Context: an optimization exercise on an open-source flow, tuned for small area, a short achievable clock period and few clock cycles per item. The choices shown serve that exercise and are no tape-out recipe. The RTL was checked by simulation tests, not by an equivalence proof against the original design. Power is estimated from default activity; no workload was simulated.

==> juniper: inputs <==
==> flow/design.v <==
package bnd_pkg;
   localparam int START_W = 32;
   localparam int LEN_W   = 32;
   localparam int END_W   = 33;
   localparam int DEPTH_W = 6;
   localparam logic [DEPTH_W-1:0] DEPTH_MAX = 6'd63;
   localparam int WORD_W  = START_W + LEN_W + 1 + DEPTH_W + 1 + 1;
   localparam int RES_W   = DEPTH_W + 3;
   typedef struct packed {
      logic [START_W-1:0] bracket_start;
      logic [END_W-1:0]   end_pos;
      logic               span_valid;
      logic [DEPTH_W-1:0] previous_depth;
      logic               previous_invalid;
      logic               last_of_pass;
   } item_type;
   typedef struct packed {
      logic [DEPTH_W-1:0] nesting_depth;
      logic               depth_invalid;
      logic               depth_changed;
      logic               stack_overflow;
   } result_type;
endpackage
module bnd_front (
   input  logic                         clock,
   input  logic                         reset,
   input  logic                         req_valid,
   output logic                         req_ready,
   input  logic [bnd_pkg::START_W-1:0]  req_bracket_start,
   input  logic [bnd_pkg::LEN_W-1:0]    req_span_length,
   input  logic                         req_span_valid,
   input  logic [bnd_pkg::DEPTH_W-1:0]  req_previous_depth,
   input  logic                         req_previous_invalid,
   input  logic                         req_last_of_pass,
   output logic                         out_valid,
   output logic [bnd_pkg::WORD_W-1:0]   out_word,
   input  logic                         out_ready
);
   logic [bnd_pkg::WORD_W-1:0] slot0_ff, slot1_ff;
   logic                       wr_ptr_ff, rd_ptr_ff;
   logic [1:0]                 fill_ff, fill_in;
   logic                       ready_ff;
   logic                       push, pop;
   assign req_ready = ready_ff;
   assign push = req_valid && ready_ff;
   assign out_valid = fill_ff != 2'd0;
   assign pop = out_ready && out_valid;
   assign out_word = rd_ptr_ff ? slot1_ff : slot0_ff;
   assign fill_in = fill_ff + 2'(push) - 2'(pop);
   always_ff @(posedge clock) begin
      if (reset) begin
         wr_ptr_ff <= 1'b0;
         rd_ptr_ff <= 1'b0;
         fill_ff <= 2'd0;
         ready_ff <= 1'b0;
      end else begin
         wr_ptr_ff <= wr_ptr_ff ^ push;
         rd_ptr_ff <= rd_ptr_ff ^ pop;
         fill_ff <= fill_in;
         ready_ff <= fill_in != 2'd2;
      end
      if (ready_ff && !wr_ptr_ff) begin
         slot0_ff <= {req_bracket_start, req_span_length, req_span_valid, req_previous_depth,
                      req_previous_invalid, req_last_of_pass};
      end
      if (ready_ff && wr_ptr_ff) begin
         slot1_ff <= {req_bracket_start, req_span_length, req_span_valid, req_previous_depth,
                      req_previous_invalid, req_last_of_pass};
      end
   end
endmodule
module bnd_queue (
   input  logic                clock,
   input  logic                reset,
   input  logic                in_valid,
   input  bnd_pkg::result_type in_data,
   output logic                in_ready,
   output logic                out_valid,
   output bnd_pkg::result_type out_data,
   input  logic                out_ready
);
   logic                head_valid_ff, tail_valid_ff;
   bnd_pkg::result_type head_ff, tail_ff;
   logic                pop;
   assign pop = head_valid_ff && out_ready;
   assign in_ready = !tail_valid_ff;
   assign out_valid = head_valid_ff;
   assign out_data = head_ff;
   always_ff @(posedge clock) begin
      if (reset) begin
         head_valid_ff <= 1'b0;
         tail_valid_ff <= 1'b0;
      end else begin
         if (!head_valid_ff || pop) begin
            head_valid_ff <= tail_valid_ff || in_valid;
            tail_valid_ff <= 1'b0;
         end else begin
            tail_valid_ff <= tail_valid_ff || in_valid;
         end
      end
      if (!head_valid_ff || pop) begin
         head_ff <= tail_valid_ff ? tail_ff : in_data;
      end
      if (!tail_valid_ff) begin
         tail_ff <= in_data;
      end
   end
endmodule
module bnd_ram #(
   parameter int WIDTH = 33,
   parameter int DEPTH = 64
) (
   input  logic             clock,
   input  logic             push,
   input  logic             pop,
   input  logic             load_top,
   input  logic [WIDTH-1:0] wr_data,
   output logic [WIDTH-1:0] top0,
   output logic [WIDTH-1:0] top1
);
   logic [WIDTH-1:0] ent_ff [DEPTH];
   logic             hold_rest, hold_top, new_top;
   assign hold_rest = !push && !pop;
   assign new_top = push || load_top;
   assign hold_top = !new_top && !pop;
   always_ff @(posedge clock) begin
      ent_ff[0] <= ({WIDTH{hold_top}} & ent_ff[0])
                 | ({WIDTH{new_top}} & wr_data)
                 | ({WIDTH{pop}} & ent_ff[1]);
      for (int i = 1; i < DEPTH - 1; i++) begin
         ent_ff[i] <= ({WIDTH{hold_rest}} & ent_ff[i])
                    | ({WIDTH{push}} & ent_ff[i-1])
                    | ({WIDTH{pop}} & ent_ff[i+1]);
      end
      ent_ff[DEPTH-1] <= ({WIDTH{!push}} & ent_ff[DEPTH-1])
                       | ({WIDTH{push}} & ent_ff[DEPTH-2]);
   end
   assign top0 = ent_ff[0];
   assign top1 = ent_ff[1];
endmodule
module bnd_back #(
   parameter int STACK_DEPTH = 64
) (
   input  logic                        clock,
   input  logic                        reset,
   input  logic                        in_valid,
   input  logic [bnd_pkg::WORD_W-1:0]  in_word,
   output logic                        in_ready,
   output logic                        out_valid,
   output bnd_pkg::result_type         out_data,
   input  logic                        out_ready
);
   localparam int CW = $clog2(STACK_DEPTH + 1);
   logic                  x_valid_ff;
   bnd_pkg::item_type     x_ff, x_in;
   logic [CW-1:0]         count_ff, count_in;
   logic [bnd_pkg::END_W-1:0] bound_ff, bound_in;
   logic [bnd_pkg::END_W-1:0] top0, top1, start;
   logic [bnd_pkg::START_W-1:0] w_start;
   logic [bnd_pkg::LEN_W-1:0]   w_len;
   logic                        w_sv, w_pi, w_last;
   logic [bnd_pkg::DEPTH_W-1:0] w_pd;
   logic empty, one, full, top0_ge, top1_ge, bound_ge;
   logic pop_all, no_pop, one_pop;
   logic finish, step, st_push, st_pop, st_load;
   logic [bnd_pkg::DEPTH_W-1:0] depth;
   logic [CW-1:0] count_m1;
   assign {w_start, w_len, w_sv, w_pd, w_pi, w_last} = in_word;
   always_comb begin
      x_in.bracket_start = w_start;
      x_in.end_pos = {1'b0, w_start} + {1'b0, w_len};
      x_in.span_valid = w_sv;
      x_in.previous_depth = w_pd;
      x_in.previous_invalid = w_pi;
      x_in.last_of_pass = w_last;
   end
   assign start = {1'b0, x_ff.bracket_start};
   assign empty = count_ff == '0;
   assign one = count_ff == CW'(1);
   assign full = count_ff[CW-1];
   assign top0_ge = top0 >= start;
   assign top1_ge = top1 >= start;
   assign bound_ge = bound_ff >= start;
   assign count_m1 = count_ff - CW'(1);
   assign pop_all = empty || !bound_ge;
   assign no_pop = !pop_all && top0_ge;
   assign one_pop = !pop_all && !top0_ge && (one || top1_ge);
   assign step = x_valid_ff && x_ff.span_valid && !pop_all && !top0_ge && !one && !top1_ge;
   assign finish = x_valid_ff && !step && out_ready;
   assign in_ready = !x_valid_ff || finish;
   assign st_pop = step;
   assign st_push = finish && x_ff.span_valid && no_pop && !full;
   assign st_load = finish && x_ff.span_valid && (pop_all || one_pop);
   always_comb begin
      if (pop_all) depth = '0;
      else if (one_pop) depth = count_m1[bnd_pkg::DEPTH_W-1:0];
      else if (full) depth = bnd_pkg::DEPTH_MAX;
      else depth = count_ff[bnd_pkg::DEPTH_W-1:0];
   end
   always_comb begin
      out_valid = finish;
      if (x_ff.span_valid) begin
         out_data.nesting_depth = depth;
         out_data.depth_invalid = 1'b0;
         out_data.depth_changed = x_ff.previous_invalid || (depth != x_ff.previous_depth);
         out_data.stack_overflow = no_pop && full;
      end else begin
         out_data.nesting_depth = '0;
         out_data.depth_invalid = 1'b1;
         out_data.depth_changed = 1'b0;
         out_data.stack_overflow = 1'b0;
      end
   end
   always_comb begin
      count_in = count_ff;
      bound_in = bound_ff;
      if (st_pop) count_in = count_m1;
      if (st_push) count_in = count_ff + CW'(1);
      if (st_load) count_in = one_pop ? count_ff : CW'(1);
      if (st_load && (pop_all || one)) begin
         bound_in = x_ff.end_pos;
      end else if (st_push || st_load) begin
         if (x_ff.end_pos > bound_ff) bound_in = x_ff.end_pos;
      end
      if (finish && x_ff.last_of_pass) count_in = '0;
   end
   bnd_ram #(
      .WIDTH (bnd_pkg::END_W),
      .DEPTH (STACK_DEPTH)
   ) u_stack (
      .clock    (clock),
      .push     (st_push),
      .pop      (st_pop),
      .load_top (st_load),
      .wr_data  (x_ff.end_pos),
      .top0     (top0),
      .top1     (top1)
   );
   always_ff @(posedge clock) begin
      if (reset) begin
         x_valid_ff <= 1'b0;
         count_ff <= '0;
      end else begin
         if (in_ready) x_valid_ff <= in_valid;
         count_ff <= count_in;
      end
      if (in_ready) x_ff <= x_in;
      bound_ff <= bound_in;
   end
endmodule
module bracket_nesting_depth (
   input  logic                         clock,
   input  logic                         reset,
   input  logic                         req_valid,
   output logic                         req_ready,
   input  logic [bnd_pkg::START_W-1:0]  req_bracket_start,
   input  logic [bnd_pkg::LEN_W-1:0]    req_span_length,
   input  logic                         req_span_valid,
   input  logic [bnd_pkg::DEPTH_W-1:0]  req_previous_depth,
   input  logic                         req_previous_invalid,
   input  logic                         req_last_of_pass,
   output logic                         rsp_valid,
   input  logic                         rsp_ready,
   output logic [bnd_pkg::DEPTH_W-1:0]  rsp_nesting_depth,
   output logic                         rsp_depth_invalid,
   output logic                         rsp_depth_changed,
   output logic                         rsp_stack_overflow
);
   localparam int STACK_DEPTH = 64;
   logic                       fr_valid, fr_ready;
   logic [bnd_pkg::WORD_W-1:0] fr_word;
   logic                       ex_valid, ex_ready;
   bnd_pkg::result_type        ex_data, result;
   bnd_front u_front (
      .clock                (clock),
      .reset                (reset),
      .req_valid            (req_valid),
      .req_ready            (req_ready),
      .req_bracket_start    (req_bracket_start),
      .req_span_length      (req_span_length),
      .req_span_valid       (req_span_valid),
      .req_previous_depth   (req_previous_depth),
      .req_previous_invalid (req_previous_invalid),
      .req_last_of_pass     (req_last_of_pass),
      .out_valid            (fr_valid),
      .out_word             (fr_word),
      .out_ready            (fr_ready)
   );
   bnd_back #(
      .STACK_DEPTH (STACK_DEPTH)
   ) u_back (
      .clock     (clock),
      .reset     (reset),
      .in_valid  (fr_valid),
      .in_word   (fr_word),
      .in_ready  (fr_ready),
      .out_valid (ex_valid),
      .out_data  (ex_data),
      .out_ready (ex_ready)
   );
   bnd_queue u_queue (
      .clock     (clock),
      .reset     (reset),
      .in_valid  (ex_valid),
      .in_data   (ex_data),
      .in_ready  (ex_ready),
      .out_valid (rsp_valid),
      .out_data  (result),
      .out_ready (rsp_ready)
   );
   assign rsp_nesting_depth = result.nesting_depth;
   assign rsp_depth_invalid = result.depth_invalid;
   assign rsp_depth_changed = result.depth_changed;
   assign rsp_stack_overflow = result.stack_overflow;
endmodule
==> flow/run.sh <==
#!/bin/bash
# synth_recipe.tcl (not shown) runs the flow's synth.tcl, then flattens the netlist and writes it again
# the make line also repeats each setting of config.mk as NAME=value (left out here)
make -C /OpenROAD-flow-scripts/flow DESIGN_CONFIG=/design/flow/config.mk WORK_HOME=/design/flow/orfs CLKGATE_MAP_FILE= SYNTH_SCRIPT=/design/flow/synth_recipe.tcl finish
==> flow/config.mk <==
export PLATFORM = sky130hd
export DESIGN_NAME = bracket_nesting_depth
export DESIGN_NICKNAME = bracket_nesting_depth
export VERILOG_FILES = /design/flow/design.v
export SDC_FILE = /design/flow/constraint.sdc
export NUM_CORES = 4
export LEC_CHECK = 0
export CAP_MARGIN = 20
export CORE_MARGIN = 2
export CORE_UTILIZATION = 40
export PLACE_DENSITY = 0.6
export SLEW_MARGIN = 20
==> flow/constraint.sdc <==
create_clock -name core_clock -period 6.5 [get_ports {clock}]
set_input_delay 1.3000 -clock core_clock [delete_from_list [all_inputs] [get_ports {clock}]]
set_output_delay 1.3000 -clock core_clock [all_outputs]
set_load 0.01 [all_outputs]
==> fjord (differences from juniper) <==
--- a/flow/design.v
+++ b/flow/design.v
@@ -38,33 +38,28 @@
 );
-   logic [bnd_pkg::WORD_W-1:0] slot0_ff, slot1_ff;
-   logic                       wr_ptr_ff, rd_ptr_ff;
-   logic [1:0]                 fill_ff, fill_in;
-   logic                       ready_ff;
-   logic                       push, pop;
+   logic [bnd_pkg::WORD_W-1:0] head_ff, tail_ff, req_word;
+   logic                       head_valid_ff, tail_valid_ff, ready_ff;
+   logic                       push, head_free, tail_valid_in;
+   assign req_word = {req_bracket_start, req_span_length, req_span_valid, req_previous_depth,
+                      req_previous_invalid, req_last_of_pass};
    assign req_ready = ready_ff;
    assign push = req_valid && ready_ff;
-   assign out_valid = fill_ff != 2'd0;
-   assign pop = out_ready && out_valid;
-   assign out_word = rd_ptr_ff ? slot1_ff : slot0_ff;
-   assign fill_in = fill_ff + 2'(push) - 2'(pop);
+   assign out_valid = head_valid_ff;
+   assign out_word = head_ff;
+   assign head_free = !head_valid_ff || out_ready;
+   always_comb begin
+      if (head_free) tail_valid_in = tail_valid_ff && push;
+      else tail_valid_in = tail_valid_ff || push;
+   end
    always_ff @(posedge clock) begin
       if (reset) begin
-         wr_ptr_ff <= 1'b0;
-         rd_ptr_ff <= 1'b0;
-         fill_ff <= 2'd0;
+         head_valid_ff <= 1'b0;
+         tail_valid_ff <= 1'b0;
          ready_ff <= 1'b0;
       end else begin
-         wr_ptr_ff <= wr_ptr_ff ^ push;
-         rd_ptr_ff <= rd_ptr_ff ^ pop;
-         fill_ff <= fill_in;
-         ready_ff <= fill_in != 2'd2;
-      end
-      if (ready_ff && !wr_ptr_ff) begin
-         slot0_ff <= {req_bracket_start, req_span_length, req_span_valid, req_previous_depth,
-                      req_previous_invalid, req_last_of_pass};
-      end
-      if (ready_ff && wr_ptr_ff) begin
-         slot1_ff <= {req_bracket_start, req_span_length, req_span_valid, req_previous_depth,
-                      req_previous_invalid, req_last_of_pass};
+         if (head_free) head_valid_ff <= tail_valid_ff || push;
+         tail_valid_ff <= tail_valid_in;
+         ready_ff <= !tail_valid_in;
       end
+      if (head_free) head_ff <= tail_valid_ff ? tail_ff : req_word;
+      if (ready_ff) tail_ff <= req_word;
    end
@@ -118,3 +113,4 @@
    output logic [WIDTH-1:0] top0,
-   output logic [WIDTH-1:0] top1
+   output logic [WIDTH-1:0] top1,
+   output logic [WIDTH-1:0] top2
 );
@@ -139,2 +135,3 @@
    assign top1 = ent_ff[1];
+   assign top2 = ent_ff[2];
 endmodule
@@ -153,2 +150,3 @@
    localparam int CW = $clog2(STACK_DEPTH + 1);
+   localparam int EW = bnd_pkg::END_W;
    logic                  x_valid_ff;
@@ -156,4 +154,7 @@
    logic [CW-1:0]         count_ff, count_in;
-   logic [bnd_pkg::END_W-1:0] bound_ff, bound_in;
-   logic [bnd_pkg::END_W-1:0] top0, top1, start;
+   logic                  empty_ff, one_ff, full_ff;
+   logic [EW-1:0]         bound_ff, bound_in;
+   logic                  ge_top0_ff, ge_top1_ff, ge_bound_ff;
+   logic                  ge_top0_in, ge_top1_in, ge_bound_in;
+   logic [EW-1:0]         top0, top1, top2;
    logic [bnd_pkg::START_W-1:0] w_start;
@@ -162,5 +163,5 @@
    logic [bnd_pkg::DEPTH_W-1:0] w_pd;
-   logic empty, one, full, top0_ge, top1_ge, bound_ge;
-   logic pop_all, no_pop, one_pop;
-   logic finish, step, st_push, st_pop, st_load;
+   logic [EW-1:0]               w_s, x_s, x_e;
+   logic pop_all, finish, step, st_push, st_pop, st_load, only_end, end_gt_bound;
+   logic h_top0, h_top1, h_top2, h_end, h_bound, x_top2;
    logic [bnd_pkg::DEPTH_W-1:0] depth;
@@ -168,5 +169,8 @@
    assign {w_start, w_len, w_sv, w_pd, w_pi, w_last} = in_word;
+   assign w_s = {1'b0, w_start};
+   assign x_s = {1'b0, x_ff.bracket_start};
+   assign x_e = x_ff.end_pos;
    always_comb begin
       x_in.bracket_start = w_start;
-      x_in.end_pos = {1'b0, w_start} + {1'b0, w_len};
+      x_in.end_pos = w_s + {1'b0, w_len};
       x_in.span_valid = w_sv;
@@ -176,14 +180,5 @@
    end
-   assign start = {1'b0, x_ff.bracket_start};
-   assign empty = count_ff == '0;
-   assign one = count_ff == CW'(1);
-   assign full = count_ff[CW-1];
-   assign top0_ge = top0 >= start;
-   assign top1_ge = top1 >= start;
-   assign bound_ge = bound_ff >= start;
-   assign count_m1 = count_ff - CW'(1);
-   assign pop_all = empty || !bound_ge;
-   assign no_pop = !pop_all && top0_ge;
-   assign one_pop = !pop_all && !top0_ge && (one || top1_ge);
-   assign step = x_valid_ff && x_ff.span_valid && !pop_all && !top0_ge && !one && !top1_ge;
+   assign pop_all = empty_ff || !ge_bound_ff;
+   assign step = x_valid_ff && x_ff.span_valid && !pop_all && !ge_top0_ff && !one_ff
+                 && !ge_top1_ff;
    assign finish = x_valid_ff && !step && out_ready;
@@ -191,8 +186,10 @@
    assign st_pop = step;
-   assign st_push = finish && x_ff.span_valid && no_pop && !full;
-   assign st_load = finish && x_ff.span_valid && (pop_all || one_pop);
+   assign st_push = finish && x_ff.span_valid && !pop_all && ge_top0_ff && !full_ff;
+   assign st_load = finish && x_ff.span_valid && (pop_all || !ge_top0_ff);
+   assign only_end = pop_all || one_ff;
+   assign count_m1 = count_ff - CW'(1);
    always_comb begin
       if (pop_all) depth = '0;
-      else if (one_pop) depth = count_m1[bnd_pkg::DEPTH_W-1:0];
-      else if (full) depth = bnd_pkg::DEPTH_MAX;
+      else if (!ge_top0_ff) depth = count_m1[bnd_pkg::DEPTH_W-1:0];
+      else if (full_ff) depth = bnd_pkg::DEPTH_MAX;
       else depth = count_ff[bnd_pkg::DEPTH_W-1:0];
@@ -205,3 +202,3 @@
          out_data.depth_changed = x_ff.previous_invalid || (depth != x_ff.previous_depth);
-         out_data.stack_overflow = no_pop && full;
+         out_data.stack_overflow = !pop_all && ge_top0_ff && full_ff;
       end else begin
@@ -213,17 +210,47 @@
    end
+   assign end_gt_bound = x_e > bound_ff;
    always_comb begin
       count_in = count_ff;
-      bound_in = bound_ff;
       if (st_pop) count_in = count_m1;
       if (st_push) count_in = count_ff + CW'(1);
-      if (st_load) count_in = one_pop ? count_ff : CW'(1);
-      if (st_load && (pop_all || one)) begin
-         bound_in = x_ff.end_pos;
-      end else if (st_push || st_load) begin
-         if (x_ff.end_pos > bound_ff) bound_in = x_ff.end_pos;
-      end
+      if (st_load && only_end) count_in = CW'(1);
       if (finish && x_ff.last_of_pass) count_in = '0;
    end
+   always_comb begin
+      bound_in = bound_ff;
+      if (st_load && only_end) bound_in = x_e;
+      else if ((st_push || st_load) && end_gt_bound) bound_in = x_e;
+   end
+   assign h_top0 = top0 >= w_s;
+   assign h_top1 = top1 >= w_s;
+   assign h_end = x_e >= w_s;
+   assign h_bound = bound_ff >= w_s;
+   assign x_top2 = top2 >= x_s;
+   always_comb begin
+      if (in_ready) begin
+         if (st_push) begin
+            ge_top0_in = h_end;
+            ge_top1_in = h_top0;
+         end else if (st_load) begin
+            ge_top0_in = h_end;
+            ge_top1_in = h_top1;
+         end else begin
+            ge_top0_in = h_top0;
+            ge_top1_in = h_top1;
+         end
+         if (st_load && only_end) ge_bound_in = h_end;
+         else if (st_push || st_load) ge_bound_in = h_bound || h_end;
+         else ge_bound_in = h_bound;
+      end else if (st_pop) begin
+         ge_top0_in = ge_top1_ff;
+         ge_top1_in = x_top2;
+         ge_bound_in = ge_bound_ff;
+      end else begin
+         ge_top0_in = ge_top0_ff;
+         ge_top1_in = ge_top1_ff;
+         ge_bound_in = ge_bound_ff;
+      end
+   end
    bnd_ram #(
-      .WIDTH (bnd_pkg::END_W),
+      .WIDTH (EW),
       .DEPTH (STACK_DEPTH)
@@ -234,5 +261,6 @@
       .load_top (st_load),
-      .wr_data  (x_ff.end_pos),
+      .wr_data  (x_e),
       .top0     (top0),
-      .top1     (top1)
+      .top1     (top1),
+      .top2     (top2)
    );
@@ -242,2 +270,5 @@
          count_ff <= '0;
+         empty_ff <= 1'b1;
+         one_ff <= 1'b0;
+         full_ff <= 1'b0;
       end else begin
@@ -245,2 +276,5 @@
          count_ff <= count_in;
+         empty_ff <= count_in == '0;
+         one_ff <= count_in == CW'(1);
+         full_ff <= count_in == CW'(STACK_DEPTH);
       end
@@ -248,2 +282,5 @@
       bound_ff <= bound_in;
+      ge_top0_ff <= ge_top0_in;
+      ge_top1_ff <= ge_top1_in;
+      ge_bound_ff <= ge_bound_in;
    end
- SETUP_SLACK_MARGIN: unset -> 3.5
==> reports/metrics.csv <==
metric,value,unit
total number of nets in the final design,10400,
via count of the routed design,70000,
endpoint of the worst register-to-register path,u_back.u_stack.ent_ff[34][20],
First DRT Iteration DRCs,5842,
instance count along the most critical hold path,0,
Worst IR Drop VDD,0.276,mV
status,"complete, no violations",
GR Util met3,0.0270,
Worst path top cell family by delay,buffers and inverters,
startpoint of the tightest hold check path,u_front.head_ff[4],
That was fjord.
==> reports/metrics.csv <==
metric,value,unit
status,"complete, no violations",
Worst path top cell family by delay,compound AO/OA/AOI/OAI gates,
synthesized instance count,10200,
GR Util met3,0.0237,
Inst Count DP,12600,
endpoint of the worst register-to-register path,u_back.u_stack.ent_ff[39][13],
startpoint of the tightest hold check path,u_back.u_stack.ent_ff[49][20],
hold_buf cts,0,
area inside the core boundary,229000,um^2
delay of the slowest cell on the worst path,710,ps
total number of nets in the final design,10100,
Leakage,45.2,nW
via count of the routed design,68400,
First DRT Iteration DRCs,5718,
That was juniper.
Testbench counts of juniper, summed over its fixed seeds: cycles 19,787, items 19,279.
Testbench counts of fjord, summed over its fixed seeds: cycles 19,787, items 19,279.

afterwards: timing with drivers on the ports:
The flow's constraints put no driver on any port. The routed layouts listed below were extracted and timed again, unchanged, in two steps. Step 1 (the two cells are an assumption about what drives the block):
set clk [get_ports {clock}]
set_driving_cell -lib_cell sky130_fd_sc_hd__clkbuf_16 $clk
set_driving_cell -lib_cell sky130_fd_sc_hd__buf_2 [delete_from_list [all_inputs] $clk]
Step 2 moves the port delays by t, midway between the first and last clock arrival at a register: inputs arrive t later, outputs are due t later. That takes back most of the time a late clock gives input paths. Slacks: ideal / step 1 / step 2; pairs: ideal / step 1.
| run | shift t [ns] | slack for setup (ns) | cell pins on the clock port's net |
|---|---|---|---|
| juniper | 0.922 | 1.413 / 1.413 / 1.413 | 1 |
| fjord | 0.963 | 3.507 / 3.507 / 3.507 | 1 |
After both steps setup and hold are still met in every run listed.
